This is an optimization exercise on Yosys and OpenROAD, whose aim is small area, a short achievable clock period and few clock cycles, not a production implementation. The RTL was checked by simulation tests, not by an equivalence proof against the original design.

== xenon ==
Design rv_muldiv, start of the top module:
module rv_muldiv #(
  parameter int g_width = 32
) (
  input  logic               clk_i,
  input  logic               rst_n_i,
  input  logic               x_stall_i,
  input  logic               x_kill_i,
  input  logic               d_valid_i,
  input  logic               d_is_muldiv_i,
  input  logic [2:0]         d_fun_i,
  input  logic [g_width-1:0] d_rs1_i,
  input  logic [g_width-1:0] d_rs2_i,
  output logic               x_stall_req_o,
  output logic [g_width-1:0] x_rd_o,
  output logic               x_done_o
);
Size in the first run: about 130 flip-flops, ~110 I/O pins.
Settings: LEC_CHECK=0, ABC_AREA=1, CAP_MARGIN=20, CORE_MARGIN=2, CORE_UTILIZATION=45, PLACE_DENSITY=0.75, SETUP_SLACK_MARGIN=5.0, SLEW_MARGIN=20, TNS_END_PERCENT=10; clock period 10.0 ns.
standard.sh (not shown) runs the stock make flow with config.mk's settings and CLKGATE_MAP_FILE= SYNTH_SCRIPT=/design/flow/synth_recipe.tcl, a recipe that flattens the netlist after the stock synthesis.
==> flow/flow/run.sh <==
#!/bin/bash
set -euo pipefail
export BUFFER_PORTS_ARGS="-buffer_cell sky130_fd_sc_hd__buf_2"
bash standard.sh finish > standard_run.log 2>&1
Testbench counts of xenon, summed over its fixed seeds: cycles 21,290.
Input changes introduced in cedar (baseline for comparison: xenon):
- TNS_END_PERCENT removed (was 10)
- PLACE_DENSITY changed from 0.75 to 0.65
- SETUP_SLACK_MARGIN changed from 5.0 to 4.8
Findings:
Compared with xenon, cedar shows layout-stage area growth over the synthesis result lower by 1.1 points. [compare] base=xenon new=cedar: initial antenna violation count now sits higher. cedar reports its timing endpoint of the critical path as l_q[30]$_DFFE_PP_ while xenon reports x_rd_o[28]. xenon → cedar: post-detailed-route via-to-cell ratio dropped 0.055; placeable core area comparable. As of cedar, fmax had fallen slightly compared to xenon.
#### Input delta (lagoon over cedar)
- ABC_AREA no longer set, was 1
- PLACE_DENSITY now 0.75, was 0.65
Notes after the runs:
Per the final summary, cedar finished and its layout is clean on timing, DRC and antenna. lagoon finished end to end and its layout was clean on timing, DRC and antenna. The run showing the smaller critical path depth is lagoon. The die height number comes out higher for cedar vs lagoon. Placed wire-length estimate in lagoon is 13% below cedar. Hold slack in lagoon is 0.0068 ns above cedar.
Setup changes, lagoon to raven
- an added ABC_AREA of 1
- a change of PLACE_DENSITY from 0.75 to 0.88
==> comparison <==
- lagoon → raven: number of buffers and inverters on the critical path climbed 4; layout cell share with drive strength beyond 1 moved down; final design area excluding fillers fell by 1.5%; number of multi-input logic gates rose 694.
### raven -> quartz
- PLACE_DENSITY now 0.75, was 0.88
- SETUP_SLACK_MARGIN now 5.0, was 4.8
==> flow/flow/run.sh <==
#!/bin/bash
set -euo pipefail
export BUFFER_PORTS_ARGS="-buffer_cell sky130_fd_sc_hd__buf_2"
bash standard.sh SETUP_SLACK_MARGIN=5.3 finish > standard_run.log 2>&1
[summary]
- quartz does better than raven on worst setup timing slack at the placement stage.
- Lower share of final layout cell area taken by clock buffers and inverters was reported by quartz, not raven.
- Looking at number of clock buffer instances in the layout, quartz sits 1 lower than raven does.
- [compare] base=raven new=quartz: final cell count now larger, via count now larger, wire length after detailed routing went up by 3.3 mm.


## ember
Starting RTL as in the previous note.
export LEC_CHECK = 0
export ABC_AREA = 1
export CAP_MARGIN = 20
export CORE_MARGIN = 2
export CORE_UTILIZATION = 45
export PLACE_DENSITY = 0.75
export SETUP_SLACK_MARGIN = 4.8
export SLEW_MARGIN = 20
create_clock -name core_clock -period 10.0 [get_ports {clk_i}]
==> flow/flow/run.sh <==
#!/bin/bash
set -euo pipefail
export BUFFER_PORTS_ARGS="-buffer_cell sky130_fd_sc_hd__buf_2"
bash standard.sh finish > standard_run.log 2>&1
Testbench counts of ember, summed over its fixed seeds: cycles 21,290.
## Diff of input files: yarrow against ember
# ember
export LEC_CHECK = 0
export ABC_AREA = 1
export CAP_MARGIN = 20
export CORE_MARGIN = 2
export CORE_UTILIZATION = 45
export PLACE_DENSITY = 0.75
export SETUP_SLACK_MARGIN = 4.8
export SLEW_MARGIN = 20
create_clock -name core_clock -period 10.0 [get_ports {clk_i}]
# yarrow
export LEC_CHECK = 0
export ABC_AREA = 1
export CAP_MARGIN = 20
export CORE_MARGIN = 2
export CORE_UTILIZATION = 45
export PLACE_DENSITY = 0.75
export SETUP_SLACK_MARGIN = 5.0
export SLEW_MARGIN = 20
create_clock -name core_clock -period 10.0 [get_ports {clk_i}]
==> flow/flow/run.sh <==
#!/bin/bash
set -euo pipefail
export BUFFER_PORTS_ARGS="-buffer_cell sky130_fd_sc_hd__buf_1"
bash standard.sh finish > standard_run.log 2>&1
- As far as critical path depth goes, yarrow and ember are indistinguishable; the numbers are identical.
- First-iteration DRC count went up by a little under 10% going from ember to yarrow.
- In yarrow the multi-input gate share of the layout cell area turned out 0.57 points lower than in ember.
- Comparing ember and yarrow, period utilization is higher on ember.
- On yarrow: area growth from synthesis to layout is 1.7 points higher than what ember gave.
- Area share of buffers outside the clock network was lower in ember than in yarrow.
- Re minimum clock period after layout: ember and yarrow aren't equal, and the higher value belongs to ember.
Setup changes, yarrow to sierra
# yarrow
export LEC_CHECK = 0
export ABC_AREA = 1
export CAP_MARGIN = 20
export CORE_MARGIN = 2
export CORE_UTILIZATION = 45
export PLACE_DENSITY = 0.75
export SETUP_SLACK_MARGIN = 5.0
export SLEW_MARGIN = 20
create_clock -name core_clock -period 10.0 [get_ports {clk_i}]
# sierra
export LEC_CHECK = 0
export ABC_AREA = 1
export CAP_MARGIN = 20
export CORE_MARGIN = 2
export CORE_UTILIZATION = 45
export SETUP_SLACK_MARGIN = 4.8
export SLEW_MARGIN = 20
create_clock -name core_clock -period 10.0 [get_ports {clk_i}]
==> flow/flow/run.sh <==
#!/bin/bash
set -euo pipefail
export BUFFER_PORTS_ARGS="-buffer_cell sky130_fd_sc_hd__buf_2"
bash standard.sh finish > standard_run.log 2>&1
### Flow results
Per the comparison of sierra with yarrow, via count increased 1.4%, maximum net fanout on the critical path has increased, initial core utilization neither gained nor lost much, fraction of layout instances using a drive strength above 1 has increased.
NOTE sum of routed wire segments on met1 yarrow->sierra increased by more than 10%
Final cell count without fillers of sierra is on par with yarrow.
Between sierra and yarrow, global routing usage summed across all routing layers is higher for sierra, yarrow comes in under that.
Taking yarrow as the reference point, the area growth from synthesis to layout of sierra falls by 0.32 points.
Compared with yarrow, sierra shows a higher transition time at the pin with the least slew margin.

==> what the ideal ports hide <==
How much do the figures lean on ideal ports? The routed layouts below were timed once more, with nothing changed but the port constraints.
Step 1 assumes that a clkbuf_16 drives the clock port and a buf_2 every other input.
Step 2, shift: input delay + t, output delay - t, t = (earliest + latest rising clock arrival at the registers) / 2. This alone moves slack from input paths to output paths.
Three values: no drivers, after step 1, after step 2; two values: the first two.
run	t (ns)	setup slack, ns	slew at the worst register clock pin (ns)	worst data-port slew with drivers (ns)
xenon	0.545	4.924 / 4.867 / 5.000	0.07 / 0.07	0.05
cedar	0.532	4.842 / 4.842 / 4.842	0.08 / 0.08	0.04
lagoon	0.508	4.390 / 4.335 / 4.295	0.07 / 0.07	0.14
raven	0.534	4.799 / 4.799 / 4.799	0.07 / 0.07	0.08
quartz	0.536	5.049 / 4.994 / 5.136	0.07 / 0.07	0.05
ember	0.535	4.879 / 4.879 / 4.879	0.07 / 0.07	0.05
yarrow	0.518	5.021 / 4.965 / 5.021	0.07 / 0.07	0.05
sierra	0.554	4.843 / 4.843 / 4.843	0.08 / 0.08	0.04
After both steps setup and hold are still met in every run listed. The setup slack of lagoon, which loses most, moves by -0.055 ns with the drivers and by -0.095 ns with both steps.
